This design comes from an exercise in tuning for small area, a short achievable clock period and few clock cycles on the open sky130 flow, not from production work.
Only simulation tests tie the RTL to the original design; equivalence was not proved.
Power figures rest on the tool's default switching activity, not on a simulated workload.

==> design.v <==
`timescale 1ns / 1ps
package evq_pkg;
    typedef enum logic [1:0] {
        OP_POST  = 2'd0,
        OP_GET   = 2'd1,
        OP_PEEK  = 2'd2,
        OP_FLUSH = 2'd3
    } evq_op_t;
    typedef struct packed {
        logic [15:0]        ev_type;
        logic [15:0]        message;
        logic [15:0]        modifiers;
        logic signed [15:0] x;
        logic signed [15:0] y;
        logic [31:0]        stamp;
    } evq_rec_t;
    localparam int REC_W = 5 * 16 + 32;   
    typedef struct packed {
        logic hit;      
        logic at_end;   
    } evq_stat_t;
endpackage
`timescale 1ns / 1ps
module evq_match #(
    parameter int N = 15
) (
    input  logic [N-1:0] type_match,
    input  logic [N-1:0] live,
    input  logic [N-1:0] at_or_after_head,
    output logic [N-1:0] hits,
    output logic [N-1:0] first,
    output logic         any_hit
);
    logic [N-1:0][N-1:0] ahead;    
    assign hits = type_match & live;
    always_comb
    begin
        for (int i = 0; i < N; i++)
        begin
            for (int j = 0; j < N; j++)
            begin
                if (j < i)
                begin
                    ahead[i][j] = live[j] && (at_or_after_head[j] || !at_or_after_head[i]);
                end
                else if (j > i)
                begin
                    ahead[i][j] = live[j] && at_or_after_head[j] && !at_or_after_head[i];
                end
                else
                begin
                    ahead[i][j] = 1'b0;
                end
            end
        end
    end
    always_comb
    begin
        for (int i = 0; i < N; i++)
        begin
            first[i] = hits[i] && !(|(type_match & ahead[i]));
        end
    end
    assign any_hit = |hits;
endmodule
`timescale 1ns / 1ps
module evq_ram #(
    parameter int WIDTH = 112,
    parameter int DEPTH = 15
) (
    input  logic                        clk,
    input  logic [DEPTH-1:0]            we,
    input  logic [WIDTH-1:0]            wdata,
    output logic [DEPTH-1:0][WIDTH-1:0] words
);
    logic [DEPTH-1:0][WIDTH-1:0] mem;
    always_ff @(posedge clk)
    begin
        for (int i = 0; i < DEPTH; i++)
        begin
            if (we[i])
            begin
                mem[i] <= wdata;
            end
        end
    end
    assign words = mem;
endmodule
`timescale 1ns / 1ps
module masked_event_ring_queue #(
    parameter int QUEUE_DEPTH = 16
) (
    input  logic               clk,
    input  logic               rst_n,
    input  logic               in_valid,
    output logic               in_stall,
    input  logic [1:0]         op,
    input  logic [15:0]        mask,
    input  logic [15:0]        ev_type,
    input  logic [15:0]        ev_message,
    input  logic [15:0]        ev_modifiers,
    input  logic signed [15:0] ev_x,
    input  logic signed [15:0] ev_y,
    input  logic [31:0]        now_tick,
    input  logic signed [15:0] cur_x,
    input  logic signed [15:0] cur_y,
    input  logic [15:0]        cur_modifiers,
    output logic               out_valid,
    input  logic               out_stall,
    output logic               found,
    output logic [15:0]        out_type,
    output logic [15:0]        out_message,
    output logic [15:0]        out_modifiers,
    output logic signed [15:0] out_x,
    output logic signed [15:0] out_y,
    output logic [31:0]        out_when
);
    localparam int N = QUEUE_DEPTH;
    localparam int W = evq_pkg::REC_W;
    logic [N-1:0]        hoh_reg;        
    logic [N-1:0]        toh_reg;        
    logic [N-1:0]        hge_reg;        
    logic [N-1:0]        live_reg;       
    logic [N-1:0]        dead_reg;       
    logic                fp_reg;
    logic [8:0]          cnt_lo_reg;     
    logic [7:0]          cnt_hi_gt_reg;  
    logic                a_vld_reg;
    logic                a_get_reg;
    logic                a_flush_reg;
    logic [N-1:0]        a_tm_reg;
    logic [15:0]         a_cx_reg, a_cy_reg, a_cmod_reg;
    logic                v1_reg;
    logic                found1_reg;
    logic [N-1:0]        sel1_reg;
    logic [15:0]         cx1_reg, cy1_reg, cmod1_reg;
    logic                out_vld_reg;
    logic                out_found_reg;
    evq_pkg::evq_rec_t   out_rec_reg;
    logic                s2_free;
    logic                s1_stuck;
    logic                b_go;
    logic                acc;
    logic                acc_post;
    logic                acc_query;
    evq_pkg::evq_rec_t   post_rec;
    evq_pkg::evq_rec_t   rd_rec;
    logic [N-1:0][W-1:0] words;
    logic [N-1:0]        tm_in;
    logic [N-1:0]        we;
    logic [N-1:0]        hits;
    logic [N-1:0]        first;
    logic                any_hit;
    logic                take1;
    logic                took;
    logic                drop;
    logic                step1;
    logic [8:0]          cnt_hi;
    logic [N-1:0]        c_gt;           
    logic [N-1:0]        fl_drop;        
    logic [N-1:0]        fl_head;        
    logic [N-1:0]        fl_hge;         
    logic [N-1:0]        hoh_next, toh_next, hge_next, live_next, dead_next;
    logic                full;
    logic                fl_full;
    function automatic logic [4:0] cnt4(input logic [3:0] b);
        cnt4 = '0;
        for (int m = 0; m < 16; m++)
        begin
            if (b == 4'(m))
            begin
                cnt4[(m & 1) + ((m >> 1) & 1) + ((m >> 2) & 1) + ((m >> 3) & 1)] = 1'b1;
            end
        end
    endfunction
    function automatic logic [8:0] add_oh44(input logic [4:0] a, input logic [4:0] b);
        add_oh44 = '0;
        for (int i = 0; i < 5; i++)
        begin
            for (int j = 0; j < 5; j++)
            begin
                add_oh44[i+j] = add_oh44[i+j] | (a[i] & b[j]);
            end
        end
    endfunction
    function automatic logic [N-1:0] rot1(input logic [N-1:0] v);
        rot1 = {v[N-2:0], v[N-1]};
    endfunction
    assign s2_free   = !out_vld_reg || !out_stall;
    assign s1_stuck  = v1_reg && !s2_free;
    assign b_go      = a_vld_reg && !fp_reg && !s1_stuck;
    assign in_stall  = s1_stuck || (a_vld_reg && fp_reg);
    assign acc       = in_valid && !in_stall;
    assign acc_post  = acc && (op == evq_pkg::OP_POST);
    assign acc_query = acc && (op != evq_pkg::OP_POST);
    always_comb
    begin
        post_rec.ev_type   = ev_type;
        post_rec.message   = ev_message;
        post_rec.modifiers = ev_modifiers;
        post_rec.x         = ev_x;
        post_rec.y         = ev_y;
        post_rec.stamp     = now_tick;
    end
    assign we = acc_post ? toh_reg : '0;
    evq_ram #(
        .WIDTH (W),
        .DEPTH (N)
    ) u_ram (
        .clk   (clk),
        .we    (we),
        .wdata (post_rec),
        .words (words)
    );
    always_comb
    begin
        for (int i = 0; i < N; i++)
        begin
            tm_in[i] = |(words[i][W-1 -: 16] & mask);
        end
    end
    evq_match #(
        .N (N)
    ) u_match (
        .type_match       (a_tm_reg),
        .live             (live_reg & ~dead_reg),
        .at_or_after_head (hge_reg),
        .hits             (hits),
        .first            (first),
        .any_hit          (any_hit)
    );
    assign took      = b_go && any_hit && (a_get_reg || a_flush_reg);
    assign take1     = b_go && any_hit && a_get_reg;
    assign full      = |(rot1(toh_reg) & hoh_reg);
    assign drop      = acc_post && (fp_reg ? fl_full : (full && !took));
    assign step1     = take1 || drop;
    assign toh_next  = acc_post ? rot1(toh_reg) : toh_reg;
    assign cnt_hi = add_oh44(cnt4(hits[11:8]), cnt4(hits[15:12]));
    always_comb
    begin
        for (int k = 0; k < N; k++)
        begin
            c_gt[k] = 1'b0;
            for (int a = 0; a < 9; a++)
            begin
                if (a > k)
                begin
                    c_gt[k] = c_gt[k] | cnt_lo_reg[a];
                end
                else if (k - a < 8)
                begin
                    c_gt[k] = c_gt[k] | (cnt_lo_reg[a] & cnt_hi_gt_reg[k-a]);
                end
            end
        end
        for (int i = 0; i < N; i++)
        begin
            fl_drop[i] = 1'b0;
            for (int k = 0; k < N; k++)
            begin
                fl_drop[i] = fl_drop[i] | (hoh_reg[(i - k + N) % N] & c_gt[k]);
            end
        end
        for (int i = 0; i < N; i++)
        begin
            fl_head[i] = fl_drop[(i + N - 1) % N] & !fl_drop[i];
        end
        fl_full = |(rot1(toh_reg) & fl_head);
        fl_hge = fl_drop[N-1] ? ~(fl_drop & ~hge_reg) : (hge_reg & ~fl_drop);
    end
    always_comb
    begin
        dead_next = (dead_reg
                     | ((b_go && a_get_reg) ? first : '0)
                     | ((b_go && a_flush_reg) ? hits : '0))
                    & ~(acc_post ? toh_reg : '0);
        if (fp_reg)
        begin
            hoh_next  = drop ? rot1(fl_head) : fl_head;
            hge_next  = drop ? (fl_head[N-1] ? '1 : (fl_hge & ~fl_head)) : fl_hge;
            live_next = (live_reg & ~fl_drop & ~(drop ? fl_head : '0)) | (acc_post ? toh_reg : '0);
        end
        else
        begin
            hoh_next  = step1 ? rot1(hoh_reg) : hoh_reg;
            hge_next  = step1 ? (hoh_reg[N-1] ? '1 : (hge_reg & ~hoh_reg)) : hge_reg;
            live_next = (live_reg & ~(step1 ? hoh_reg : '0)) | (acc_post ? toh_reg : '0);
        end
    end
    always_ff @(posedge clk or negedge rst_n)
    begin
        if (!rst_n)
        begin
            hoh_reg     <= N'(1);
            toh_reg     <= N'(1);
            hge_reg     <= '1;
            live_reg    <= '0;
            fp_reg      <= 1'b0;
            a_vld_reg   <= 1'b0;
            v1_reg      <= 1'b0;
            out_vld_reg <= 1'b0;
        end
        else
        begin
            hoh_reg     <= hoh_next;
            toh_reg     <= toh_next;
            hge_reg     <= hge_next;
            live_reg    <= live_next;
            fp_reg      <= b_go && a_flush_reg && any_hit;
            a_vld_reg   <= acc_query || (a_vld_reg && !b_go);
            v1_reg      <= b_go || s1_stuck;
            out_vld_reg <= v1_reg || (out_vld_reg && out_stall);
        end
    end
    always_ff @(posedge clk)
    begin
        dead_reg      <= dead_next;
        cnt_lo_reg    <= add_oh44(cnt4(hits[3:0]), cnt4(hits[7:4]));
        for (int k = 0; k < 8; k++)
        begin
            cnt_hi_gt_reg[k] <= |(cnt_hi >> (k + 1));
        end
        if (acc_query)
        begin
            a_get_reg   <= (op == evq_pkg::OP_GET);
            a_flush_reg <= (op == evq_pkg::OP_FLUSH);
            a_tm_reg    <= tm_in;
            a_cx_reg    <= cur_x;
            a_cy_reg    <= cur_y;
            a_cmod_reg  <= cur_modifiers;
        end
        if (!s1_stuck)
        begin
            found1_reg <= any_hit && !a_flush_reg;
            sel1_reg   <= a_flush_reg ? '0 : first;
            cx1_reg    <= a_cx_reg;
            cy1_reg    <= a_cy_reg;
            cmod1_reg  <= a_cmod_reg;
        end
        if (s2_free)
        begin
            out_found_reg <= found1_reg;
            out_rec_reg   <= rd_rec;
        end
    end
    always_comb
    begin
        rd_rec = '0;
        for (int i = 0; i < N; i++)
        begin
            rd_rec = rd_rec | ({W{sel1_reg[i]}} & words[i]);
        end
        if (!found1_reg)
        begin
            rd_rec.modifiers = cmod1_reg;
            rd_rec.x         = cx1_reg;
            rd_rec.y         = cy1_reg;
        end
    end
    assign out_valid     = out_vld_reg;
    assign found         = out_found_reg;
    assign out_type      = out_rec_reg.ev_type;
    assign out_message   = out_rec_reg.message;
    assign out_modifiers = out_rec_reg.modifiers;
    assign out_x         = out_rec_reg.x;
    assign out_y         = out_rec_reg.y;
    assign out_when      = out_rec_reg.stamp;
endmodule
==> run.sh <==
#!/bin/bash
# synth_recipe.tcl (not shown) runs the flow's synth.tcl, then flattens the netlist and writes it again
# the make line also repeats each setting of config.mk as NAME=value (left out here)
make -C /OpenROAD-flow-scripts/flow DESIGN_CONFIG=/design/flow/config.mk WORK_HOME=/design/flow/orfs CLKGATE_MAP_FILE= SYNTH_SCRIPT=/design/flow/synth_recipe.tcl finish
==> config.mk <==
export PLATFORM = sky130hd
export DESIGN_NAME = masked_event_ring_queue
export DESIGN_NICKNAME = masked_event_ring_queue
export VERILOG_FILES = /design/flow/design.v
export SDC_FILE = /design/flow/constraint.sdc
export NUM_CORES = 4
export LEC_CHECK = 0
export ABC_CLOCK_PERIOD_IN_PS = 2500
export CAP_MARGIN = 20
export CORE_MARGIN = 2
export CORE_UTILIZATION = 60
export PLACE_DENSITY = 0.72
export SETUP_SLACK_MARGIN = 2.5
export SLEW_MARGIN = 20
==> constraint.sdc <==
create_clock -name core_clock -period 5.0 [get_ports {clk}]
set_input_delay 1.0000 -clock core_clock [delete_from_list [all_inputs] [get_ports {clk}]]
set_output_delay 1.0000 -clock core_clock [all_outputs]
set_load 0.01 [all_outputs]
==> results.yml, run 1 <==
power:
  p_leak_nw: 34.01
  p_per_area_mw_per_mm2: 546.3
  ir_worst_vdd_v: 0.0004164
worst_setup_path:
  end_kind: "flip-flop"
  crit_path_max_fanout: 8
  cp_cell_sequence: "inv_1, a41oi_1, nor4_4, and4_1, and3_4, nor4b_2, a2111o_1, a2111oi_4, buf_4, a21oi_4, buf_12, buf_8, o311a_1, a31oi_2"
  crit_family: "compound AO/OA/AOI/OAI gates"
  cp-start-kind: "flip-flop"
  critPathArrivalTime_ns: 4.67
  critPathKind: "reg2reg"
  crit_buf_inv: 4
  cp.required_ns: 5.72
  reg2reg_setup_slack_ns: 1.05
  slowest_stage: "dfrtp_1"
  slowest_delay_ns: 0.57
synthesis:
  yosysTopAreaCell: "edfxtp_1"
  syn_inst: 4767
  yosys_warnings: 3
  ys_seq_area_share_pct: 78.50
  netlist.area_leader.share_pct: 75.55
  syn-num-nets: 4949
  yosys-top-cells-area: "edfxtp_1 76%, a22o_1 4.5%, a221oi_1 4.4%, a22oi_1 2.7%, dfrtp_1 1.5%"
  synth_edf_count: 2036
  ys.flop_type: "edfxtp_1"
  ys_types: 89
  syn_avg_cell_area_um2: 16.98
  async_reset_ff_share_pct: 3.182
  ys_seq_elements: 2137
  netlist_area_mm2: 0.08092
run:
  cap_violations: 0
clock_tree:
  cts-root-buf: "clkbuf_16"
  insertion_delay_ns: 0.87
  cts_htree_levels: 4
  holdBufCountCts: 0
  clk_path_buf_depth: 3
  clock_sinks: 2137
  tritoncts: "yes"
  cts_buffers: 203
  path_clk_slew_ns: 0.07
routing:
  finalWirelength_mm: 304.9
  ant_nets: 0
  route.detailed.drc: 0
  route.vias.total: 57380
  avgRoutedWirePerCell_um: 40.50
  dr.pass1.iters: 10
  routed_via_density: 7.620
  drt_iter0_drc: 10760
timing:
  final.setup.tns_ns: 0
  setup_viol: 0
  hold_viol: 0
  rsz0062_at_grt: "yes"
  tightestPinTransition_ns: 1.074
  period_needed_ns: 3.950
  report.final.slew_viol_count: 0
  fin_crit_sh_pct: 79.01
  holdWs_ns: 0.3354
  slew_headroom_pct: 28.39
  max_freq_mhz: 253.1
  skew_ns: 0.06636
floorplan:
  die_x_um: 371.2
  rows: 134
  initial_core_util_pct: 60.56
  io_pins: 297
  coreArea_mm2: 0.1336
  die_h_um: 371.2
  dieArea_mm2: 0.1378
cells_and_area:
  fillers: 7318
  multi_input_area_mm2: 0.01754
  seq_area_mm2: 0.06356
  final_nets: 5745
  largest_reg_flops: 1792
  syn_to_final_growth_pct: 26.23
  layout-drive-gt1-share_pct: 23.06
hold_path:
  hold_path_class: "in2async"
global_routing:
  grt_antenna_before_repair: 35
  grt_max_degree: 115
  grt_pass1_vias: 51700
  grt-ovfl-total: 0
  grt_use_total_pct: 38.96
  grt_pass1_wl_mm: 378.2
placed_design:
  port_buffers: 296
  hpwl_mm: 140.5
  gp_congestion: 0.9889
run_status:
  status: "timing/DRC/antenna clean"
-- placed cells by master, fill, tap and decap left out, types with 52 or more instances in the layout --
master / instances
a21oi_1: 95
clkdlybuf4s50_1: 172
edfxtp_1: 2036
nand4_1: 135
clkbuf_16: 294
buf_12: 89
a22oi_1: 281
a221oi_1: 399
buf_2: 52
nor2_1: 157
buf_6: 70
nand3_1: 71
nand2_1: 133
buf_16: 65
a22o_1: 412
buf_4: 293
-- final timing paths --
| kind | end | depth (start not counted) | from |
|---|---|---|---|
| hold / removal | live_reg[14] | 1 | rst_n |
| max in group asynchronous | hoh_reg[0] | 2 | rst_n |
| setup reg to reg | hoh_reg[4] | 14 | hoh_reg[1] |
| hold reg to reg | cx1_reg[12] | 0 | a_cx_reg[12] |
| min in group core_clock | cx1_reg[12] | 0 | a_cx_reg[12] |
| setup / recovery | hoh_reg[4] | 14 | hoh_reg[1] |
-- synth_stat cells, types with 49 or more instances --
master,count
edfxtp_1,2036
a22o_1,412
a221oi_1,408
a22oi_1,293
clkbuf_1,275
nor2_1,182
nand2_1,178
nand4_1,135
a21oi_1,113
nand3_1,77
buf_1,52
dfrtp_1,50
o21ai_0,49
-- report_power, final --
| part | total, mW | internal [mW] | switching, mW |
|---|---|---|---|
| logic | 17.5 | 6.34 | 11.1 |
| registers | 22.8 | 21.5 | 1.23 |
| clock network | 15.6 | 8.69 | 6.87 |
-- final cells by class --
cell class              instances  share of cell area, %
flip-flops and latches       2137                  62.23
multi-input cells            2252                  17.17
repair buffers                928                  11.66
clock buffers                 250                  5.259
well taps                    1768                  2.166
clock inverters               128                  1.257
inverters                      41                 0.2021
diodes                         26                0.06370
-- per-layer routing --
metal / vias to the layer above / track usage, % / wire length [um]
li1: 21880 / - / -
met1: 28460 / 52.33 / 101000
met2: 5807 / 60.05 / 135300
met3: 1213 / 10.39 / 47390
met4: 18 / 18.13 / 21100
met5: - / 0 / 109
-- stage by stage --
| step | cell area [um2] | cells | utilization [%] | setup WS, ns | total power, mW |
|---|---|---|---|---|---|
| final | 102100 | 7530 | 76.44 | 1.050 | 55.81 |
| after global routing | 102100 | 7515 | 76.41 | 1.015 | 56.88 |
| after CTS | 97070 | 7256 | 72.64 | 1.152 | 53.75 |
| after detailed placement | 87160 | 6705 | 65.23 | 0.6582 | 37.56 |
| after global placement | 87160 | 6705 | 65.23 | 0.6223 | 37.54 |
| after floorplan | 81020 | 4767 | - | 0.1288 | 30.43 |
-- timing repair --
item | CTS | global route
pin swaps | 91 | 81
gates resized for setup | 682 | 289
setup buffers | 142 | 120
setup endpoints to repair | 2007 | 1442
gates cloned | 31 | 128
-- logic make-up (layout without fill, tap and decap cells) --
family                   Yosys count  count (layout)  share of synthesized area [%]
AO/OA/AOI/OAI                   1517            1517                          15.11
adder cells (fa/ha/maj)            3               3                        0.03711
XOR/XNOR                           4               4                        0.04330
other                              0              26                              0
AND/OR/NAND/NOR                  714             719                          4.376
multiplexers                       9               9                         0.1129
buffers and inverters            383            1347                          1.821
flip-flops                      2137            2137                          78.50
Testbench counts, summed over its fixed seeds: cycles 8,294.
==> inputs of run 2 (changes only) <==
--- a/design.v
+++ b/design.v
@@ -125,4 +125,9 @@
     logic                fp_reg;
-    logic [8:0]          cnt_lo_reg;     
-    logic [7:0]          cnt_hi_gt_reg;  
+    logic [8:0]          cnt_01_reg;     
+    logic [8:0]          cnt_23_reg;     
+    logic                c_one_reg;      
+    logic                fl_post_reg;    
+    logic                stall_out_reg;  
+    logic                stall_fl_reg;   
+    logic                hz_reg;         
     logic                a_vld_reg;
@@ -157,4 +162,7 @@
     logic                step1;
-    logic [8:0]          cnt_hi;
+    logic [8:0]          cnt_01, cnt_23;
+    logic                c_one;          
+    logic                fl_drop1;       
     logic [N-1:0]        c_gt;           
+    logic [3:0][4:0]     cnt_g;          
     logic [N-1:0]        fl_drop;        
@@ -164,3 +172,3 @@
     logic                full;
-    logic                fl_full;
+    logic [N-1:0]        hoh_2, hge_1, hge_2;
     function automatic logic [4:0] cnt4(input logic [3:0] b);
@@ -191,4 +199,4 @@
     assign b_go      = a_vld_reg && !fp_reg && !s1_stuck;
-    assign in_stall  = s1_stuck || (a_vld_reg && fp_reg);
-    assign acc       = in_valid && !in_stall;
+    assign in_stall  = (stall_out_reg && out_stall) || stall_fl_reg || hz_reg;
+    assign acc       = in_valid && !s1_stuck && !(a_vld_reg && fp_reg) && !hz_reg;
     assign acc_post  = acc && (op == evq_pkg::OP_POST);
@@ -204,3 +212,3 @@
     end
-    assign we = acc_post ? toh_reg : '0;
+    assign we = hz_reg ? '0 : toh_reg;
     evq_ram #(
@@ -234,8 +242,13 @@
     assign full      = |(rot1(toh_reg) & hoh_reg);
-    assign drop      = acc_post && (fp_reg ? fl_full : (full && !took));
+    assign drop      = acc_post && (fp_reg ? fl_drop1 : (full && !took));
     assign step1     = take1 || drop;
     assign toh_next  = acc_post ? rot1(toh_reg) : toh_reg;
-    assign cnt_hi = add_oh44(cnt4(hits[11:8]), cnt4(hits[15:12]));
     always_comb
     begin
+        for (int g = 0; g < 4; g++)
+        begin
+            cnt_g[g] = cnt4(hits[4*g +: 4]);
+        end
+        cnt_01 = add_oh44(cnt_g[0], cnt_g[1]);
+        cnt_23 = add_oh44(cnt_g[2], cnt_g[3]);
         for (int k = 0; k < N; k++)
@@ -245,9 +258,8 @@
             begin
-                if (a > k)
-                begin
-                    c_gt[k] = c_gt[k] | cnt_lo_reg[a];
-                end
-                else if (k - a < 8)
+                for (int b = 0; b < 9; b++)
                 begin
-                    c_gt[k] = c_gt[k] | (cnt_lo_reg[a] & cnt_hi_gt_reg[k-a]);
+                    if (a + b > k)
+                    begin
+                        c_gt[k] = c_gt[k] | (cnt_01_reg[a] & cnt_23_reg[b]);
+                    end
                 end
@@ -255,2 +267,3 @@
         end
+        c_one = (cnt_01[1] & cnt_23[0]) | (cnt_01[0] & cnt_23[1]);
         for (int i = 0; i < N; i++)
@@ -267,4 +280,7 @@
         end
-        fl_full = |(rot1(toh_reg) & fl_head);
         fl_hge = fl_drop[N-1] ? ~(fl_drop & ~hge_reg) : (hge_reg & ~fl_drop);
+        fl_drop1 = fl_post_reg && c_one_reg;
+        hoh_2 = rot1(rot1(hoh_reg));
+        hge_1 = hoh_reg[N-1] ? '1 : (hge_reg & ~hoh_reg);
+        hge_2 = hoh_reg[N-2] ? '1 : (hge_1 & ~rot1(hoh_reg));
     end
@@ -278,5 +294,6 @@
         begin
-            hoh_next  = drop ? rot1(fl_head) : fl_head;
-            hge_next  = drop ? (fl_head[N-1] ? '1 : (fl_hge & ~fl_head)) : fl_hge;
-            live_next = (live_reg & ~fl_drop & ~(drop ? fl_head : '0)) | (acc_post ? toh_reg : '0);
+            hoh_next  = drop ? hoh_2 : fl_head;
+            hge_next  = drop ? hge_2 : fl_hge;
+            live_next = (drop ? (live_reg & ~hoh_reg & ~rot1(hoh_reg)) : (live_reg & ~fl_drop))
+                        | (acc_post ? toh_reg : '0);
         end
@@ -301,2 +318,5 @@
             out_vld_reg <= 1'b0;
+            stall_out_reg <= 1'b0;
+            stall_fl_reg  <= 1'b0;
+            hz_reg        <= 1'b0;
         end
@@ -312,2 +332,6 @@
             out_vld_reg <= v1_reg || (out_vld_reg && out_stall);
+            stall_out_reg <= (b_go || s1_stuck) && (v1_reg || (out_vld_reg && out_stall));
+            stall_fl_reg  <= (acc_query || (a_vld_reg && !b_go)) && (b_go && a_flush_reg && any_hit);
+            hz_reg        <= (b_go && !a_flush_reg && full && acc_post && |(hits & hoh_reg))
+                             || (hz_reg && s1_stuck);
         end
@@ -317,8 +341,7 @@
         dead_reg      <= dead_next;
-        cnt_lo_reg    <= add_oh44(cnt4(hits[3:0]), cnt4(hits[7:4]));
-        for (int k = 0; k < 8; k++)
-        begin
-            cnt_hi_gt_reg[k] <= |(cnt_hi >> (k + 1));
-        end
-        if (acc_query)
+        cnt_01_reg    <= cnt_01;
+        cnt_23_reg    <= cnt_23;
+        c_one_reg     <= c_one;
+        fl_post_reg   <= full && acc_post;
+        if (!a_vld_reg || b_go)
         begin
@@ -339,3 +362,11 @@
         end
-        if (s2_free)
+    end
+    always_ff @(posedge clk or negedge rst_n)
+    begin
+        if (!rst_n)
+        begin
+            out_found_reg <= 1'b0;
+            out_rec_reg   <= '0;
+        end
+        else if (s2_free)
         begin
--- a/config.mk
+++ b/config.mk
@@ -7,8 +7,10 @@
 export LEC_CHECK = 0
-export ABC_CLOCK_PERIOD_IN_PS = 2500
+export ABC_CLOCK_PERIOD_IN_PS = 2000
 export CAP_MARGIN = 20
 export CORE_MARGIN = 2
-export CORE_UTILIZATION = 60
-export PLACE_DENSITY = 0.72
-export SETUP_SLACK_MARGIN = 2.5
+export CORE_UTILIZATION = 55
+export CTS_CLUSTER_DIAMETER = 80
+export CTS_CLUSTER_SIZE = 25
+export PLACE_DENSITY = 0.68
+export SETUP_SLACK_MARGIN = 2.6
 export SLEW_MARGIN = 20
==> results.yml, run 2 <==
routing:
  routed_via_density: 7.206
  ant_nets: 0
  dr.pass1.iters: 9
  drt_iter0_drc: 7992
  route.detailed.drc: 0
  route.vias.total: 53950
  finalWirelength_mm: 260.1
  avgRoutedWirePerCell_um: 34.73
global_routing:
  grt_use_total_pct: 33.37
  grt_pass1_wl_mm: 367.6
  grt_max_degree: 113
  grt_pass1_vias: 51370
  grt_antenna_before_repair: 45
  grt-ovfl-total: 0
cells_and_area:
  layout_common_cells: "1923 x edfxtp_1, 415 x a22oi_1, 336 x a22o_1"
  post-route-util_pct: 63.24
  final_common_cell: "edfxtp_1"
  layoutNonFillerInstCount: 7487
  final_nets: 5631
  syn_to_final_growth_pct: 14.09
  layout-drive-gt1-share_pct: 15.70
  largest_reg_flops: 1792
run_status:
  status: "timing/DRC/antenna clean"
power:
  p_sw_mw: 11.18
  ir_worst_vdd_v: 0.0003286
  pwr-share-comb_pct: 18.7
  seqPwrFrac_pct: 55.4
  p_per_area_mw_per_mm2: 409.6
  internal-power_mw: 27.12
  p_leak_nw: 30.49
  power_frac_clock_pct: 25.9
  p_sw_share_pct: 29.19
hold_path:
  hold_path_class: "in2async"
synthesis:
  ys_seq_area_share_pct: 76.99
  ys_seq_elements: 2143
  yosys-top-cells-area: "edfxtp_1 70%, dfrtp_1 5.1%, a22oi_1 3.9%, a22o_1 3.6%, a221oi_1 3.6%"
  synth_common_cells: "1923 x edfxtp_1, 421 x a22oi_1, 336 x a22o_1"
  ys_types: 74
  syn-num-nets: 5258
  yosysTopAreaCell: "edfxtp_1"
  syn_inst: 5076
  synth.most_common_cell: "edfxtp_1"
  yosys_warnings: 3
  synth_edf_count: 1923
  async_reset_ff_share_pct: 8.586
  netlist_area_mm2: 0.08195
  ys.flop_type: "edfxtp_1"
  syn_avg_cell_area_um2: 16.14
  netlist.area_leader.share_pct: 70.47
clock_tree:
  cts_htree_levels: 3
  tritoncts: "yes"
  cts_buffers: 104
  insertion_delay_ns: 0.78
  path_clk_slew_ns: 0.09
  clock_sinks: 2143
  clk_path_buf_depth: 3
  cts-root-buf: "clkbuf_16"
timing:
  final.setup.tns_ns: 0
  period_needed_ns: 3.306
  rsz0062_at_grt: "yes"
  report.final.slew_viol_count: 0
  fin_crit_sh_pct: 66.13
  hold_viol: 0
  setup_viol: 0
  slew_headroom_pct: 26.83
  tightestPinTransition_ns: 1.098
  skew_ns: 0.03822
  max_freq_mhz: 302.5
worst_setup_path:
  critPathKind: "reg2reg"
  cp-start-kind: "flip-flop"
  r2r_end: "hge_reg[5]"
  cp.required_ns: 5.69
  reg2reg_depth: 14
  critPathArrivalTime_ns: 3.99
  r2r_start: "cnt_23_reg[7]"
  end_kind: "flip-flop"
  crit_path_max_fanout: 7
  reg2reg_setup_slack_ns: 1.69
floorplan:
  die_h_um: 390
  initial_core_util_pct: 55.43
  die_x_um: 390
  io_pins: 297
  coreArea_mm2: 0.1478
  dieArea_mm2: 0.1521
  rows: 141
run:
  cap_violations: 0
placed_design:
  hpwl_mm: 134.9
  gp_congestion: 0.9787
  port_buffers: 296
  dp.cells: 7037
## run 2: cell type report
class                      instances  area, um2
fill                           10620      54340
tap                             1930       2415
sequential                      2143      63180
clock buffer                     167       2870
timing repair buffer             658       6140
inverter                          30      116.4
clock inverter                    30      431.7
antenna                           17      42.54
multi-input combinational       2512      18310
## run 2: worst max-delay path by stage
stage | from | end | slack, ns
floorplan | out_stall | hge_reg[14] | 1.10
global placement | out_stall | hge_reg[14] | 0.75
detailed placement | out_stall | hge_reg[14] | 0.70
CTS | cnt_23_reg[5] | hge_reg[14] | 1.83
global route | cnt_23_reg[7] | hoh_reg[4] | 1.62
finish | cnt_23_reg[7] | hge_reg[5] | 1.69
## run 2: stage by stage
| stage | hold slack [ns] | instance area [um2] | total power [mW] | setup WS (ns) |
|---|---|---|---|---|
| floorplan | 0.4003 | 82130 | 24.67 | 1.102 |
| global placement | 0.4012 | 87440 | 28.22 | 0.7451 |
| detailed placement | 0.4045 | 87440 | 28.29 | 0.6961 |
| CTS | 0.1757 | 92380 | 37.97 | 1.826 |
| global route | 0.2046 | 93480 | 39.39 | 1.616 |
| finish | 0.1969 | 93500 | 38.30 | 1.694 |
## run 2: layer usage
metal | track usage [%] | vias up | routed length (um)
met3 | 6.892 | 664 | 31540
li1 | - | 21740 | -
met2 | 51.53 | 3907 | 119500
met4 | 12.40 | 36 | 10240
met5 | 0 | - | 223
met1 | 47.31 | 27610 | 98570
## run 2: what timing repair did
item,in CTS,in global routing
pin swaps,62,78
cloned,5,4
hold buffers,0,0
setup buffers,164,63
resized for setup,685,131
setup endpoints to repair,732,382
## run 2: worst max-delay path: stages (launching register included)
cell,delay (ns)
dfxtp_4,0.37
buf_12,0.13
o22ai_4,0.16
o211ai_1,0.15
buf_4,0.19
buf_4,0.13
a221o_1,0.29
a221o_1,0.27
a221o_1,0.31
a221o_1,0.32
a2111oi_4,0.33
buf_4,0.21
maj3_2,0.19
a21oi_2,0.05
nor2_1,0.12
## run 2: kinds of logic after synthesis
group	count (synthesis)	share of synthesized area, %
flops	2143	76.99
xor+xnor	6	0.06413
compound gates	1599	15.30
simple gates	891	5.500
mux	1	0.01221
buf+inv	422	1.959
fa+ha+maj	14	0.1725
## run 2: power groups by stage
stage / clock network, mW / registers [mW] / logic (mW)
floorplan: 0 / 21.3 / 3.42
global placement: 0 / 21.7 / 6.51
detailed placement: 0 / 21.7 / 6.56
CTS: 9.98 / 21.2 / 6.80
global route: 10.6 / 21.3 / 7.53
finish: 9.91 / 21.2 / 7.15
Testbench counts of run 2, summed over its fixed seeds: cycles 8,314.
==> inputs of run 3 (changes only) <==
--- a/design.v
+++ b/design.v
@@ -124,6 +124,7 @@
     logic [N-1:0]        dead_reg;       
-    logic                fp_reg;
+    logic                fp1_reg;        
+    logic                fp2_reg;        
+    logic [N-1:0]        fl_drop_reg;    
     logic [8:0]          cnt_01_reg;     
     logic [8:0]          cnt_23_reg;     
-    logic                c_one_reg;      
     logic                fl_post_reg;    
@@ -163,4 +164,2 @@
     logic [8:0]          cnt_01, cnt_23;
-    logic                c_one;          
-    logic                fl_drop1;       
     logic [N-1:0]        c_gt;           
@@ -170,5 +169,6 @@
     logic [N-1:0]        fl_hge;         
+    logic [N-1:0]        hoh_e, hge_e;   
+    logic [N-1:0]        hge_pri;        
     logic [N-1:0]        hoh_next, toh_next, hge_next, live_next, dead_next;
     logic                full;
-    logic [N-1:0]        hoh_2, hge_1, hge_2;
     function automatic logic [4:0] cnt4(input logic [3:0] b);
@@ -198,5 +198,6 @@
     assign s1_stuck  = v1_reg && !s2_free;
-    assign b_go      = a_vld_reg && !fp_reg && !s1_stuck;
+    assign b_go      = a_vld_reg && !fp1_reg && !s1_stuck;
     assign in_stall  = (stall_out_reg && out_stall) || stall_fl_reg || hz_reg;
-    assign acc       = in_valid && !s1_stuck && !(a_vld_reg && fp_reg) && !hz_reg;
+    assign acc       = in_valid && !s1_stuck && !(a_vld_reg && fp1_reg)
+                       && !(fp1_reg && fl_post_reg) && !hz_reg;
     assign acc_post  = acc && (op == evq_pkg::OP_POST);
@@ -234,3 +235,3 @@
         .live             (live_reg & ~dead_reg),
-        .at_or_after_head (hge_reg),
+        .at_or_after_head (hge_pri),
         .hits             (hits),
@@ -241,4 +242,4 @@
     assign take1     = b_go && any_hit && a_get_reg;
-    assign full      = |(rot1(toh_reg) & hoh_reg);
-    assign drop      = acc_post && (fp_reg ? fl_drop1 : (full && !took));
+    assign full      = |(rot1(toh_reg) & hoh_e);
+    assign drop      = acc_post && !fp1_reg && full && !took;
     assign step1     = take1 || drop;
@@ -267,3 +268,2 @@
         end
-        c_one = (cnt_01[1] & cnt_23[0]) | (cnt_01[0] & cnt_23[1]);
         for (int i = 0; i < N; i++)
@@ -278,9 +278,8 @@
         begin
-            fl_head[i] = fl_drop[(i + N - 1) % N] & !fl_drop[i];
+            fl_head[i] = fl_drop_reg[(i + N - 1) % N] & !fl_drop_reg[i];
         end
-        fl_hge = fl_drop[N-1] ? ~(fl_drop & ~hge_reg) : (hge_reg & ~fl_drop);
-        fl_drop1 = fl_post_reg && c_one_reg;
-        hoh_2 = rot1(rot1(hoh_reg));
-        hge_1 = hoh_reg[N-1] ? '1 : (hge_reg & ~hoh_reg);
-        hge_2 = hoh_reg[N-2] ? '1 : (hge_1 & ~rot1(hoh_reg));
+        fl_hge = fl_drop_reg[N-1] ? ~(fl_drop_reg & ~hge_reg) : (hge_reg & ~fl_drop_reg);
+        hoh_e  = fp2_reg ? fl_head : hoh_reg;
+        hge_e  = fp2_reg ? fl_hge : hge_reg;
+        hge_pri = hge_reg | ((fp2_reg && fl_drop_reg[N-1]) ? '1 : '0);
     end
@@ -292,8 +291,7 @@
                     & ~(acc_post ? toh_reg : '0);
-        if (fp_reg)
+        if (fp1_reg)
         begin
-            hoh_next  = drop ? hoh_2 : fl_head;
-            hge_next  = drop ? hge_2 : fl_hge;
-            live_next = (drop ? (live_reg & ~hoh_reg & ~rot1(hoh_reg)) : (live_reg & ~fl_drop))
-                        | (acc_post ? toh_reg : '0);
+            hoh_next  = hoh_reg;
+            hge_next  = hge_reg;
+            live_next = (live_reg & ~fl_drop) | (acc_post ? toh_reg : '0);
         end
@@ -301,5 +299,5 @@
         begin
-            hoh_next  = step1 ? rot1(hoh_reg) : hoh_reg;
-            hge_next  = step1 ? (hoh_reg[N-1] ? '1 : (hge_reg & ~hoh_reg)) : hge_reg;
-            live_next = (live_reg & ~(step1 ? hoh_reg : '0)) | (acc_post ? toh_reg : '0);
+            hoh_next  = step1 ? rot1(hoh_e) : hoh_e;
+            hge_next  = step1 ? (hoh_e[N-1] ? '1 : (hge_e & ~hoh_e)) : hge_e;
+            live_next = (live_reg & ~(step1 ? hoh_e : '0)) | (acc_post ? toh_reg : '0);
         end
@@ -314,3 +312,4 @@
             live_reg    <= '0;
-            fp_reg      <= 1'b0;
+            fp1_reg     <= 1'b0;
+            fp2_reg     <= 1'b0;
             a_vld_reg   <= 1'b0;
@@ -328,3 +327,4 @@
             live_reg    <= live_next;
-            fp_reg      <= b_go && a_flush_reg && any_hit;
+            fp1_reg     <= b_go && a_flush_reg && any_hit;
+            fp2_reg     <= fp1_reg;
             a_vld_reg   <= acc_query || (a_vld_reg && !b_go);
@@ -333,4 +333,5 @@
             stall_out_reg <= (b_go || s1_stuck) && (v1_reg || (out_vld_reg && out_stall));
-            stall_fl_reg  <= (acc_query || (a_vld_reg && !b_go)) && (b_go && a_flush_reg && any_hit);
-            hz_reg        <= (b_go && !a_flush_reg && full && acc_post && |(hits & hoh_reg))
+            stall_fl_reg  <= ((acc_query || (a_vld_reg && !b_go)) && (b_go && a_flush_reg && any_hit))
+                             || (b_go && a_flush_reg && any_hit && full && acc_post);
+            hz_reg        <= (b_go && !a_flush_reg && full && acc_post && |(hits & hoh_e))
                              || (hz_reg && s1_stuck);
@@ -343,3 +344,3 @@
         cnt_23_reg    <= cnt_23;
-        c_one_reg     <= c_one;
+        fl_drop_reg   <= fl_drop;
         fl_post_reg   <= full && acc_post;
==> results.yml, run 3 <==
power:
  p_leak_nw: 31.74
  p_per_area_mw_per_mm2: 430.1
  ir_worst_vdd_v: 0.0004569
floorplan:
  dieArea_mm2: 0.1537
  coreArea_mm2: 0.1496
  io_pins: 297
  die_h_um: 392.1
  initial_core_util_pct: 55.37
  die_x_um: 392.1
  rows: 142
synthesis:
  async_reset_ff_share_pct: 8.569
  ys_seq_area_share_pct: 76.57
  netlist_area_mm2: 0.08283
  synth_common_cells: "1923 x edfxtp_1, 385 x a22oi_1, 354 x a22o_1"
  synth.most_common_cell: "edfxtp_1"
  syn_inst: 5162
  ys.flop_type: "edfxtp_1"
  yosysTopAreaCell: "edfxtp_1"
  syn_avg_cell_area_um2: 16.05
  synth_edf_count: 1923
  ys_seq_elements: 2159
  yosys-top-cells-area: "edfxtp_1 70%, dfrtp_1 5.0%, a22o_1 3.7%, a221oi_1 3.7%, a22oi_1 3.5%"
  syn-num-nets: 5344
  ys_types: 86
  yosys_warnings: 3
  netlist.area_leader.share_pct: 69.72
timing:
  report.final.slew_viol_count: 0
  slew_headroom_pct: 22.90
  fin_crit_sh_pct: 55.66
  setup_viol: 0
  fin_ws_ns: 2.217
  max_freq_mhz: 359.3
  skew_ns: 0.06348
  period_needed_ns: 2.783
  hold_viol: 0
  final.setup.tns_ns: 0
  rsz0062_at_grt: "yes"
  tightestPinTransition_ns: 1.151
routing:
  finalWirelength_mm: 285.1
  routed_via_density: 7.273
  drt_iter0_drc: 9177
  ant_nets: 0
  dr.pass1.iters: 10
  avgRoutedWirePerCell_um: 36.56
  route.detailed.drc: 0
  route.vias.total: 56710
cells_and_area:
  largest_reg_flops: 1792
  final_common_cell: "edfxtp_1"
  final_nets: 5860
  syn_to_final_growth_pct: 16.99
  layout_common_cells: "1923 x edfxtp_1, 381 x a22oi_1, 353 x a22o_1"
  fillers: 10500
  layout-drive-gt1-share_pct: 18.50
  seq_area_mm2: 0.06351
  multi_input_area_mm2: 0.01959
worst_setup_path:
  r2r_start: "a_tm_reg[3]"
  critPathKind: "reg2reg"
  reg2reg_setup_slack_ns: 2.22
  end_kind: "flip-flop"
  r2r_end: "live_reg[1]"
  cp.required_ns: 5.63
  reg2reg_depth: 9
  critPathArrivalTime_ns: 3.42
  cp-start-kind: "flip-flop"
  crit_path_max_fanout: 6
clock_tree:
  clk_path_buf_depth: 3
  clock_sinks: 2159
  cts_htree_levels: 3
  insertion_delay_ns: 0.80
  tritoncts: "yes"
  cts_buffers: 107
  cts-root-buf: "clkbuf_16"
  path_clk_slew_ns: 0.10
placed_design:
  hpwl_mm: 150.9
  port_buffers: 296
  pre_cts_ws_ns: 0.8062
  gp_congestion: 1.025
run:
  cap_violations: 0
hold_path:
  hold_path_class: "in2async"
global_routing:
  grt_use_total_pct: 35.24
  grt_antenna_before_repair: 37
  grt_pass1_wl_mm: 385.8
  grt-ovfl-total: 0
  grt_pass1_vias: 52520
  grt_max_degree: 99
run_status:
  status: "timing/DRC/antenna clean"
[run 3: cells by family after synthesis]
| kind of cell | after synthesis | synth area share [%] |
|---|---|---|
| buf+inv | 430 | 1.982 |
| flops | 2159 | 76.57 |
| mux | 5 | 0.06194 |
| simple gates | 902 | 5.733 |
| compound gates | 1660 | 15.59 |
| xor+xnor | 6 | 0.06344 |
[run 3: routing by layer]
layer | vias to the layer above | GRT usage [%] | share of wire, %
li1 | 22510 | - | -
met1 | 28690 | 49.98 | 37
met2 | 4675 | 53.15 | 45
met3 | 799 | 8.334 | 13
met4 | 30 | 13.81 | 4.8
met5 | - | 0 | 0.068
[run 3: timing repair]
| item | in CTS | in global routing |
|---|---|---|
| gates resized for setup | 742 | 258 |
| pin swaps | 114 | 110 |
| cloned | 13 | 19 |
| hold buffers | 0 | 0 |
| setup endpoints to repair | 846 | 355 |
| buffers inserted | 202 | 117 |
[run 3: worst max-delay path, stage by stage (launching register included)]
cell and delay, ns:
edfxtp_1 0.51, nand3b_1 0.16, buf_6 0.13, nand4_1 0.09, buf_6 0.16, o41a_4 0.51, or4_4 0.45, o211ai_1 0.35
o21a_1 0.22, o31ai_4 0.08
[run 3: stage by stage]
stage | power (mW) | std cells | instance area, um2 | hold WS, ns | utilization [%]
detailed placement | 30.43 | 7234 | 88650 | 0.4045 | 59.26
finish | 41.68 | 7797 | 96900 | 0.2686 | 64.77
global route | 42.81 | 7788 | 96880 | 0.2879 | 64.76
global placement | 30.31 | 7233 | 88630 | 0.4011 | 59.24
floorplan | 26.11 | 5162 | 83010 | 0.3870 | -
CTS | 40.74 | 7642 | 94550 | 0.2522 | 63.20
[run 3: final cells by class]
class                           instances  share of cell area, %
Antenna cell                           19                0.04907
Clock buffer                          164                  3.156
Clock inverter                         29                 0.4829
Inverter                               37                 0.1485
Multi-Input combinational cell       2582                  20.22
Sequential cell                      2159                  65.54
Tap cell                             2016                  2.603
Timing Repair Buffer                  791                  7.806
[run 3: power breakdown]
group / internal (mW) / switching (mW) / total (mW)
Sequential: 20.7 / 0.718 / 21.4
Combinational: 3.50 / 6.38 / 9.88
Clock: 4.63 / 5.77 / 10.4
[run 3: worst max-delay path by stage]
stage,cells past startpoint,to,slack (ns),startpoint
floorplan,9,hoh_reg[15],1.59,out_stall
finish,9,live_reg[1],2.22,a_tm_reg[3]
global route,9,fl_drop_reg[3],2.14,cnt_01_reg[6]
global placement,8,hoh_reg[11],0.85,out_stall
detailed placement,8,hoh_reg[8],0.81,out_stall
CTS,2,in_stall,2.28,hz_reg
Testbench counts of run 3, summed over its fixed seeds: cycles 8,394.
==> inputs of run 4 (changes only) <==
--- a/design.v
+++ b/design.v
@@ -363,11 +363,3 @@
         end
-    end
-    always_ff @(posedge clk or negedge rst_n)
-    begin
-        if (!rst_n)
-        begin
-            out_found_reg <= 1'b0;
-            out_rec_reg   <= '0;
-        end
-        else if (s2_free)
+        if (s2_free)
         begin
--- a/config.mk
+++ b/config.mk
@@ -10,7 +10,7 @@
 export CORE_MARGIN = 2
-export CORE_UTILIZATION = 55
+export CORE_UTILIZATION = 60
 export CTS_CLUSTER_DIAMETER = 80
 export CTS_CLUSTER_SIZE = 25
-export PLACE_DENSITY = 0.68
-export SETUP_SLACK_MARGIN = 2.6
+export PLACE_DENSITY = 0.72
+export SETUP_SLACK_MARGIN = 2.3
 export SLEW_MARGIN = 20
==> results.yml, run 4 <==
placed_design:
  port_buffers: 296
  hpwl_mm: 132.0
  gp_congestion: 0.9926
  postPlaceCellArea_mm2: 0.08727
worst_setup_path:
  critPathKind: "reg2reg"
  crit_buf_inv: 4
  cp_cell_sequence: "nand3b_1, nand4_1, nor4_2, buf_4, nor2b_4, o41a_1, buf_6, buf_6, buf_16, o21ai_4, o21ai_1, a21o_1"
  cp-start-kind: "flip-flop"
  crit_family: "compound AO/OA/AOI/OAI gates"
  r2r_end: "live_reg[14]"
  critPathArrivalTime_ns: 3.60
  slowest_stage: "o41a_1"
  slowest_delay_ns: 0.50
  crit_path_max_fanout: 7
  r2r_start: "a_tm_reg[5]"
  reg2reg_depth: 12
  cp.required_ns: 5.67
  reg2reg_setup_slack_ns: 2.08
  end_kind: "flip-flop"
  crit_top_cell: "buf_6"
power:
  p_leak_nw: 29.43
  p_sw_share_pct: 35.63
  pwr-share-comb_pct: 33.7
  p_per_area_mw_per_mm2: 564.1
  power_frac_clock_pct: 17.6
  seqPwrFrac_pct: 48.7
  ir_worst_vdd_v: 0.0005631
  p_sw_mw: 18.58
  internal-power_mw: 33.57
synthesis:
  syn_inst: 4882
  synth_common_cells: "2036 x edfxtp_1, 420 x a22o_1, 390 x a221oi_1"
  ys.flop_type: "edfxtp_1"
  netlist.area_leader.share_pct: 74.77
  syn_avg_cell_area_um2: 16.75
  netlist_area_mm2: 0.08177
  synth_edf_count: 2036
  syn-num-nets: 5064
  yosysTopAreaCell: "edfxtp_1"
  ys_types: 69
  async_reset_ff_share_pct: 3.335
  ys_seq_elements: 2159
  yosys-top-cells-area: "edfxtp_1 75%, a22o_1 4.5%, a221oi_1 4.2%, a22oi_1 2.9%, dfrtp_1 1.7%"
  synth.most_common_cell: "edfxtp_1"
  yosys_warnings: 3
  ys_seq_area_share_pct: 78.25
clock_tree:
  insertion_delay_ns: 0.78
  clock_sinks: 2159
  cts_htree_levels: 3
  cts-root-buf: "clkbuf_16"
  clk_path_buf_depth: 3
  tritoncts: "yes"
  cts_buffers: 101
  holdBufCountCts: 0
  path_clk_slew_ns: 0.10
run:
  cap_violations: 0
timing:
  skew_ns: 0.06458
  period_needed_ns: 2.923
  rsz0062_at_grt: "yes"
  slew_headroom_pct: 23.14
  max_freq_mhz: 342.1
  report.final.slew_viol_count: 0
  setup_viol: 0
  final.setup.tns_ns: 0
  hold_viol: 0
  tightestPinTransition_ns: 1.153
  fin_crit_sh_pct: 58.47
global_routing:
  grt-ovfl-total: 0
  grt_pass1_wl_mm: 351.9
  grt_use_total_pct: 34.96
  grt_max_degree: 113
  grt_antenna_before_repair: 35
  grt_pass1_vias: 49240
cells_and_area:
  multi_input_area_mm2: 0.01745
  final_common_cell: "edfxtp_1"
  layout-drive-gt1-share_pct: 11.77
  final_area_mm2: 0.09244
  layout_common_cells: "2036 x edfxtp_1, 419 x a22o_1, 390 x a221oi_1"
  seq_area_mm2: 0.06403
  largest_reg_flops: 1792
  final_nets: 5383
  fillers: 8840
  syn_to_final_growth_pct: 13.05
routing:
  avgRoutedWirePerCell_um: 35.34
  routed_via_density: 7.400
  route.vias.total: 52040
  route.detailed.drc: 0
  drt_iter0_drc: 8678
  finalWirelength_mm: 248.6
  dr.pass1.iters: 8
  ant_nets: 0
floorplan:
  io_pins: 297
  die_h_um: 373.2
  coreArea_mm2: 0.1353
  die_x_um: 373.2
  rows: 135
  initial_core_util_pct: 60.43
  dieArea_mm2: 0.1392
run_status:
  status: "timing/DRC/antenna clean"
hold_path:
  hold_path_class: "in2async"
-- run 4: changes by cell type after synthesis, moves of 20 or more --
cell,before,now
a22oi_1,385,316
o21ai_0,186,124
a22o_1,354,420
and3_1,93,16
edfxtp_1,1923,2036
a221oi_1,350,390
a21oi_1,83,144
or3_1,1,27
dfrtp_1,167,54
clkbuf_1,307,287
a41oi_1,43,12
nand2_1,220,148
-- run 4: power by group through the flow --
stage	sequential [mW]	clock (mW)	combinational, mW
final	25.4	9.20	17.6
after global routing	25.6	9.82	18.3
after CTS	25.4	9.27	16.4
after detailed placement	25.8	0	15.5
after global placement	25.7	0	15.4
after floorplan	25.2	0	8.58
-- run 4: worst max path at each step --
stage	from	end	slack, ns	depth (start not counted)
after floorplan	out_stall	live_reg[13]	1.08	11
after global placement	out_stall	hge_reg[6]	1.01	9
after detailed placement	out_stall	hoh_reg[15]	1.03	9
after CTS	live_reg[8]	live_reg[10]	2.15	13
after global routing	a_tm_reg[15]	live_reg[14]	2.01	12
final	a_tm_reg[5]	live_reg[14]	2.08	12
-- run 4: metal layers --
layer	vias to the layer above	GRT usage, %	wire length, um
met4	30	13.74	10270
met2	3938	54.77	116900
met1	26460	48.47	90770
met5	-	0	318
met3	589	7.645	30320
li1	21020	-	-
-- run 4: area by class of cell --
class                   instances  area share, %
diodes                         20        0.05414
clock buffers                 112          2.825
clock inverters                22         0.2531
inverters                      24         0.1015
multi-input cells            2347          18.88
flip-flops and latches       2159          69.27
well taps                    1781          2.411
repair buffers                568          6.212
-- run 4: timing repair --
| action | in CTS | in global routing |
|---|---|---|
| endpoints found under the setup margin | 135 | 101 |
| resized for setup | 195 | 169 |
| pin swaps | 61 | 68 |
| gates cloned | 5 | 5 |
| buffers inserted | 69 | 60 |
-- run 4: kinds of logic (layout without fill, tap and decap cells) --
family                 after synthesis  after routing  share of synthesized area (%)
AO/OA/AOI/OAI                     1585           1585                          15.06
XOR/XNOR                             6              6                        0.06427
flip-flops                        2159           2159                          78.25
AND/OR/NAND/NOR                    743            750                          4.759
other                                0             20                              0
buffers and inverters              383            726                          1.789
multiplexers                         6              6                        0.07498
-- run 4: stage by stage --
stage          util, %  power, mW  hold slack (ns)  setup slack [ns]  instances
3_3_place_gp     64.47      41.09           0.4011             1.010       6737
4_1_cts          67.42      51.09           0.1120             2.148       6947
6_report         68.32      52.15           0.1320             2.077       7033
2_1_floorplan        -      33.78           0.3519             1.083       4882
3_5_place_dp     64.50      41.32           0.4045             1.031       6739
5_1_grt          68.32      53.67           0.1486             2.010       7031
-- run 4: worst register-to-register path: cells and delay by family, from the launching register on --
kind / cells / cell delay (ns)
flip-flops: 1 / 0.49
AO/OA/AOI/OAI: 4 / 0.89
AND/OR/NAND/NOR: 4 / 0.81
buffers and inverters: 4 / 0.64
Testbench counts of run 4, summed over its fixed seeds: cycles 8,394.
==> inputs of run 5 (changes only) <==
--- a/design.v
+++ b/design.v
@@ -31,3 +31,4 @@
     output logic [N-1:0] first,
-    output logic         any_hit
+    output logic         any_hit,
+    output logic         two_hits
 );
@@ -64,2 +65,10 @@
     assign any_hit = |hits;
+    always_comb
+    begin
+        two_hits = 1'b0;
+        for (int i = 1; i < N; i++)
+        begin
+            two_hits = two_hits | (hits[i] & |(hits & N'((1 << i) - 1)));
+        end
+    end
 endmodule
@@ -129,3 +138,2 @@
     logic [8:0]          cnt_23_reg;     
-    logic                fl_post_reg;    
     logic                stall_out_reg;  
@@ -160,2 +168,3 @@
     logic                take1;
+    logic                two_hits;
     logic                took;
@@ -200,4 +209,3 @@
     assign in_stall  = (stall_out_reg && out_stall) || stall_fl_reg || hz_reg;
-    assign acc       = in_valid && !s1_stuck && !(a_vld_reg && fp1_reg)
-                       && !(fp1_reg && fl_post_reg) && !hz_reg;
+    assign acc       = in_valid && !s1_stuck && !(a_vld_reg && fp1_reg) && !hz_reg;
     assign acc_post  = acc && (op == evq_pkg::OP_POST);
@@ -238,6 +246,7 @@
         .first            (first),
-        .any_hit          (any_hit)
+        .any_hit          (any_hit),
+        .two_hits         (two_hits)
     );
     assign took      = b_go && any_hit && (a_get_reg || a_flush_reg);
-    assign take1     = b_go && any_hit && a_get_reg;
+    assign take1     = b_go && any_hit && (a_get_reg || a_flush_reg);
     assign full      = |(rot1(toh_reg) & hoh_e);
@@ -273,3 +282,6 @@
             begin
-                fl_drop[i] = fl_drop[i] | (hoh_reg[(i - k + N) % N] & c_gt[k]);
+                if (k < N - 1)
+                begin
+                    fl_drop[i] = fl_drop[i] | (hoh_reg[(i - k + N) % N] & c_gt[k+1]);
+                end
             end
@@ -327,3 +339,3 @@
             live_reg    <= live_next;
-            fp1_reg     <= b_go && a_flush_reg && any_hit;
+            fp1_reg     <= b_go && a_flush_reg && two_hits;
             fp2_reg     <= fp1_reg;
@@ -333,4 +345,3 @@
             stall_out_reg <= (b_go || s1_stuck) && (v1_reg || (out_vld_reg && out_stall));
-            stall_fl_reg  <= ((acc_query || (a_vld_reg && !b_go)) && (b_go && a_flush_reg && any_hit))
-                             || (b_go && a_flush_reg && any_hit && full && acc_post);
+            stall_fl_reg  <= (acc_query || (a_vld_reg && !b_go)) && (b_go && a_flush_reg && two_hits);
             hz_reg        <= (b_go && !a_flush_reg && full && acc_post && |(hits & hoh_e))
@@ -345,3 +356,2 @@
         fl_drop_reg   <= fl_drop;
-        fl_post_reg   <= full && acc_post;
         if (!a_vld_reg || b_go)
--- a/config.mk
+++ b/config.mk
@@ -10,7 +10,7 @@
 export CORE_MARGIN = 2
-export CORE_UTILIZATION = 60
+export CORE_UTILIZATION = 55
 export CTS_CLUSTER_DIAMETER = 80
 export CTS_CLUSTER_SIZE = 25
-export PLACE_DENSITY = 0.72
-export SETUP_SLACK_MARGIN = 2.3
+export PLACE_DENSITY = 0.68
+export SETUP_SLACK_MARGIN = 2.6
 export SLEW_MARGIN = 20
==> results.yml, run 5 <==
placed_design:
  hpwl_mm: 137.0
  gp_congestion: 1.039
  port_buffers: 296
cells_and_area:
  layout-drive-gt1-share_pct: 14.68
  final_common_cell: "edfxtp_1"
  final_nets: 5321
  seq_area_mm2: 0.06401
  largest_reg_flops: 1792
  multi_input_area_mm2: 0.01716
  post-route-util_pct: 62.48
  fillers: 10380
  layout_common_cells: "2036 x edfxtp_1, 402 x a22o_1, 386 x a221oi_1"
  syn_to_final_growth_pct: 12.99
floorplan:
  die_x_um: 388.8
  coreArea_mm2: 0.1473
  io_pins: 297
  dieArea_mm2: 0.1512
  rows: 141
  initial_core_util_pct: 55.30
  die_h_um: 388.8
synthesis:
  netlist_area_mm2: 0.08146
  netlist.area_leader.share_pct: 75.05
  syn-num-nets: 4991
  synth.most_common_cell: "edfxtp_1"
  yosys_warnings: 3
  yosys-top-cells-area: "edfxtp_1 75%, a22o_1 4.3%, a221oi_1 4.2%, a22oi_1 3.0%, dfrtp_1 1.7%"
  syn_avg_cell_area_um2: 16.94
  ys_types: 76
  synth_common_cells: "2036 x edfxtp_1, 402 x a22o_1, 390 x a221oi_1"
  ys_seq_area_share_pct: 78.52
  synth_edf_count: 2036
  ys_seq_elements: 2158
  yosysTopAreaCell: "edfxtp_1"
  syn_inst: 4809
  ys.flop_type: "edfxtp_1"
  async_reset_ff_share_pct: 3.336
clock_tree:
  cts-root-buf: "clkbuf_16"
  clock_sinks: 2158
  tritoncts: "yes"
  cts_htree_levels: 3
  cts_buffers: 102
  path_clk_slew_ns: 0.10
  insertion_delay_ns: 0.78
  clk_path_buf_depth: 3
  holdBufCountCts: 0
worst_setup_path:
  critPathArrivalTime_ns: 3.55
  cp.required_ns: 5.72
  critPathKind: "reg2reg"
  crit_path_max_fanout: 8
  slowest_delay_ns: 0.48
  slowest_stage: "dfrtp_2"
  end_kind: "flip-flop"
  crit_buf_inv: 5
  cp_cell_sequence: "buf_12, buf_12, buf_4, and3b_2, o21ai_2, o2111ai_1, and4bb_2, o32ai_4, buf_4, buf_6, a2111oi_2, a211o_1"
  crit_family: "compound AO/OA/AOI/OAI gates"
  cp-start-kind: "flip-flop"
routing:
  route.detailed.drc: 0
  finalWirelength_mm: 257.2
  dr.pass1.iters: 12
  route.vias.total: 51900
  routed_via_density: 7.284
  avgRoutedWirePerCell_um: 36.10
  ant_nets: 0
  drt_iter0_drc: 7919
timing:
  skew_ns: 0.02810
  rsz0062_at_grt: "yes"
  period_needed_ns: 2.836
  final.setup.tns_ns: 0
  max_freq_mhz: 352.6
  tightestPinTransition_ns: 1.221
  setup_viol: 0
  report.final.slew_viol_count: 0
  slew_headroom_pct: 18.63
  hold_viol: 0
  fin_crit_sh_pct: 56.73
global_routing:
  grt_max_degree: 113
  grt-ovfl-total: 0
  grt_pass1_vias: 48720
  grt_antenna_before_repair: 32
  grt_use_total_pct: 33.22
  grt_pass1_wl_mm: 360.2
power:
  p_leak_nw: 29.80
  ir_worst_vdd_v: 0.0006027
  p_per_area_mw_per_mm2: 648.1
run:
  cap_violations: 0
hold_path:
  hold_path_class: "in2async"
run_status:
  status: "timing/DRC/antenna clean"
[run 5: cell count changes after synthesis, sizes merged, moves of 11 or more]
cell	change
o21ai	-56
a21oi	-37
nor2b	-30
a222oi	+20
nand2	+20
nand4	+20
or3	-20
a22o	-18
clkbuf	-18
buf	+15
a221o	+14
a21o	-12
a211oi	+11
[run 5: what timing repair did]
action / CTS / global route
endpoints found under the hold margin: 0 / 0
buffers inserted: 123 / 32
setup endpoints to repair: 913 / 132
gates resized for setup: 691 / 114
pin swaps: 85 / 60
gates cloned: 5 / 3
[run 5: where the power goes]
group,switching [mW],internal [mW]
logic,14.5,6.46
clock network,5.57,3.96
registers,2.63,26.5
total,22.7,37.0
[run 5: final cells by class]
class | instances | area share [%]
repair buffers | 577 | 5.756
clock inverters | 26 | 0.3466
well taps | 1930 | 2.624
flip-flops and latches | 2158 | 69.54
multi-input cells | 2267 | 18.65
diodes | 11 | 0.02991
inverters | 33 | 0.1387
clock buffers | 123 | 2.919
[run 5: logic make-up after synthesis]
group / synth area share, %
simple gates: 4.645
flops: 78.52
fa+ha+maj: 0.01229
buf+inv: 1.857
xor+xnor: 0.06451
compound gates: 14.90
[run 5: path summary, 6_finish.rpt]
path / from / endpoint / slack (ns) / cells after the start
worst max register to register: fp2_reg / hge_reg[8] / 2.16 / 12
max in group asynchronous: rst_n / hz_reg / 3.83 / 1
worst min-delay path: rst_n / out_vld_reg / 0.38 / 1
min in group core_clock: a_cy_reg[5] / cy1_reg[5] / 0.42 / 0
worst min register to register: a_cy_reg[5] / cy1_reg[5] / 0.42 / 0
worst max-delay path: fp2_reg / hge_reg[8] / 2.16 / 12
[run 5: metrics by stage]
| stage | hold WS [ns] | power (mW) | setup slack [ns] | instances | cell area (um2) |
|---|---|---|---|---|---|
| after floorplan | 0.3519 | 38.78 | 1.538 | 4809 | 81660 |
| after global placement | 0.4019 | 48.34 | 0.9667 | 6799 | 86920 |
| after detailed placement | 0.4045 | 48.54 | 0.9607 | 6800 | 86930 |
| after CTS | 0.3840 | 58.59 | 2.263 | 7077 | 91260 |
| after global routing | 0.4323 | 61.42 | 2.109 | 7122 | 92030 |
| final | 0.3820 | 59.65 | 2.164 | 7125 | 92040 |
[run 5: metal layers]
layer | vias to the layer above | part of all wire (%) | track usage [%]
met1 | 26700 | 38 | 47.94
met2 | 3734 | 46 | 51.58
met5 | - | 0.089 | 0
met4 | 36 | 3.3 | 9.367
met3 | 581 | 12 | 7.184
li1 | 20860 | - | -
Testbench counts of run 5, summed over its fixed seeds: cycles 8,205.
==> inputs of run 6 (changes only) <==
--- a/config.mk
+++ b/config.mk
@@ -10,6 +10,6 @@
 export CORE_MARGIN = 2
-export CORE_UTILIZATION = 55
+export CORE_UTILIZATION = 60
 export CTS_CLUSTER_DIAMETER = 80
 export CTS_CLUSTER_SIZE = 25
-export PLACE_DENSITY = 0.68
+export PLACE_DENSITY = 0.72
 export SETUP_SLACK_MARGIN = 2.6
==> results.yml, run 6 <==
routing:
  route.vias.total: 52740
  routed_via_density: 7.520
  drt_iter0_drc: 8750
  route.detailed.drc: 0
  ant_nets: 0
  avgRoutedWirePerCell_um: 36.41
  dr.pass1.iters: 13
  finalWirelength_mm: 255.4
worst_setup_path:
  crit_path_max_fanout: 16
  cp-start-kind: "flip-flop"
  critPathKind: "reg2reg"
  slowest_delay_ns: 0.39
  critPathArrivalTime_ns: 3.44
  end_kind: "flip-flop"
  cp_cell_sequence: "buf_6, a222oi_1, nand2_1, nor4_4, buf_4, buf_4, nand4_1, buf_6, a22oi_1, a41oi_2, o21ai_0"
  slowest_stage: "a222oi_1"
  cp.required_ns: 5.67
timing:
  holdWs_ns: 0.3863
  fin_crit_sh_pct: 55.29
  slew_headroom_pct: 21.27
  report.final.slew_viol_count: 0
  tightestPinTransition_ns: 1.181
  final.setup.tns_ns: 0
  fin_ws_ns: 2.235
  hold_viol: 0
  max_freq_mhz: 361.7
  skew_ns: 0.02875
  setup_viol: 0
  period_needed_ns: 2.765
  rsz0062_at_grt: "yes"
power:
  p_leak_nw: 30.21
  ir_worst_vdd_v: 0.0008556
  p_total_mw: 60.41
  p_per_area_mw_per_mm2: 651.9
synthesis:
  synth.most_common_cell: "edfxtp_1"
  syn-num-nets: 4991
  ys_seq_area_share_pct: 78.52
  yosysTopAreaCell: "edfxtp_1"
  async_reset_ff_share_pct: 3.336
  netlist_area_mm2: 0.08146
  yosys_warnings: 3
  synth_common_cells: "2036 x edfxtp_1, 402 x a22o_1, 390 x a221oi_1"
  ys.flop_type: "edfxtp_1"
  yosys-top-cells-area: "edfxtp_1 75%, a22o_1 4.3%, a221oi_1 4.2%, a22oi_1 3.0%, dfrtp_1 1.7%"
  netlist.area_leader.share_pct: 75.05
  syn_avg_cell_area_um2: 16.94
  syn_inst: 4809
  synth_edf_count: 2036
  ys_seq_elements: 2158
  ys_types: 76
hold_path:
  hold_path_class: "in2async"
placed_design:
  postPlaceCellArea_mm2: 0.08675
  pre_cts_ws_ns: 1.034
  hpwl_mm: 135.1
  port_buffers: 296
  gp_congestion: 1.029
floorplan:
  coreArea_mm2: 0.1351
  die_h_um: 372.5
  rows: 135
  die_x_um: 372.5
  io_pins: 297
  initial_core_util_pct: 60.28
  dieArea_mm2: 0.1387
clock_tree:
  cts_buffers: 101
  clock_sinks: 2158
  tritoncts: "yes"
  insertion_delay_ns: 0.76
  holdBufCountCts: 0
  clk_path_buf_depth: 3
  cts_htree_levels: 3
  cts-root-buf: "clkbuf_16"
  path_clk_slew_ns: 0.10
cells_and_area:
  final_common_cell: "edfxtp_1"
  syn_to_final_growth_pct: 13.75
  layout_common_cells: "2036 x edfxtp_1, 402 x a22o_1, 384 x a221oi_1"
  largest_reg_flops: 1792
  final_nets: 5367
  layout-drive-gt1-share_pct: 15.93
  final_area_mm2: 0.09266
global_routing:
  grt_pass1_wl_mm: 356.4
  grt_antenna_before_repair: 21
  grt_use_total_pct: 36.14
  grt-ovfl-total: 0
  grt_pass1_vias: 49100
  grt_max_degree: 113
run_status:
  status: "timing/DRC/antenna clean"
run:
  cap_violations: 0
## run 6: what timing repair did
action	4_1_cts	5_1_grt
gates cloned	12	2
gates resized for setup	661	166
setup endpoints to repair	1217	171
buffers inserted	134	63
pin swaps	95	75
## run 6: cells by family (layout without fill, tap and decap cells)
kind of cell | count (synthesis) | count (layout) | synth area share, %
AO/OA/AOI/OAI | 1516 | 1518 | 14.90
other | 0 | 10 | 0
adder cells (fa/ha/maj) | 1 | 1 | 0.01229
XOR/XNOR | 6 | 6 | 0.06451
AND/OR/NAND/NOR | 739 | 744 | 4.645
flip-flops | 2158 | 2158 | 78.52
buffers and inverters | 389 | 796 | 1.857
## run 6: area by class of cell
| class | count | area [um2] |
|---|---|---|
| sequential | 2158 | 64020 |
| clock inverter | 19 | 264.0 |
| inverter | 33 | 131.4 |
| clock buffer | 122 | 2723 |
| timing repair buffer | 622 | 5866 |
| tap | 1781 | 2228 |
| multi-input combinational | 2269 | 17400 |
| fill | 8877 | 42470 |
| antenna | 10 | 25.02 |
## run 6: per-stage QoR
stage	utilization, %	std cells
floorplan	-	4809
global placement	64.17	6650
detailed placement	64.20	6652
CTS	67.79	6939
global route	68.56	7009
finish	68.57	7014
## run 6: path summary, 6_finish.rpt
path                                from            to  slack [ns]  cells past startpoint
max in group asynchronous          rst_n   out_vld_reg        3.87                      1
setup reg to reg           cnt_01_reg[3]   live_reg[7]        2.24                     11
min in group core_clock     a_cx_reg[13]   cx1_reg[13]        0.42                      0
setup / recovery           cnt_01_reg[3]   live_reg[7]        2.24                     11
hold / removal                     rst_n  live_reg[12]        0.39                      1
hold reg to reg             a_cx_reg[13]   cx1_reg[13]        0.42                      0
## run 6: worst max-delay path, delay by kind of cell, from the launching register on
family | cells | cell delay [ns]
AOI/OAI and AO/OA | 4 | 1.16
buffers and inverters | 4 | 0.65
DFF | 1 | 0.37
and+or+nand+nor | 3 | 0.50
## run 6: where the power goes
part	leakage (nW)	internal (mW)	switching, mW
Combinational	8.43	6.95	14.8
Sequential	20.3	26.5	2.60
Clock	1.45	4.03	5.47
Total	30.2	37.5	22.9
## run 6: routing by layer
metal | routed length (um) | track usage, % | up-vias
li1 | - | - | 20960
met1 | 94660 | 51.55 | 26850
met2 | 117000 | 55.52 | 4180
met3 | 32370 | 7.937 | 726
met4 | 11170 | 13.19 | 24
met5 | 188 | 0 | -

-- re-timing with driven ports --
In the flow no input, the clock included, has a driving cell. The finished layouts below were timed again as built, in two steps.
Step 1: set_driving_cell puts a clkbuf_16 on clk and a buf_2 on each other input, an assumption about the parent block.
Step 2 also shifts input and output timing later by t, the mid clock arrival at the registers, as if the neighbouring blocks saw the same clock.
Slacks: no drivers / after step 1 / after step 2; pairs: no drivers / after step 1.
run | t, ns | setup slack, ns
run 1 | 0.920 | 1.050 / 1.050 / 0.999
run 2 | 0.843 | 1.694 / 1.694 / 1.256
run 3 | 0.849 | 2.217 / 2.208 / 1.518
run 4 | 0.827 | 2.077 / 2.077 / 1.380
run 5 | 0.856 | 2.164 / 2.164 / 1.658
run 6 | 0.837 | 2.235 / 2.235 / 1.453
After both steps setup and hold are still met in every run listed.
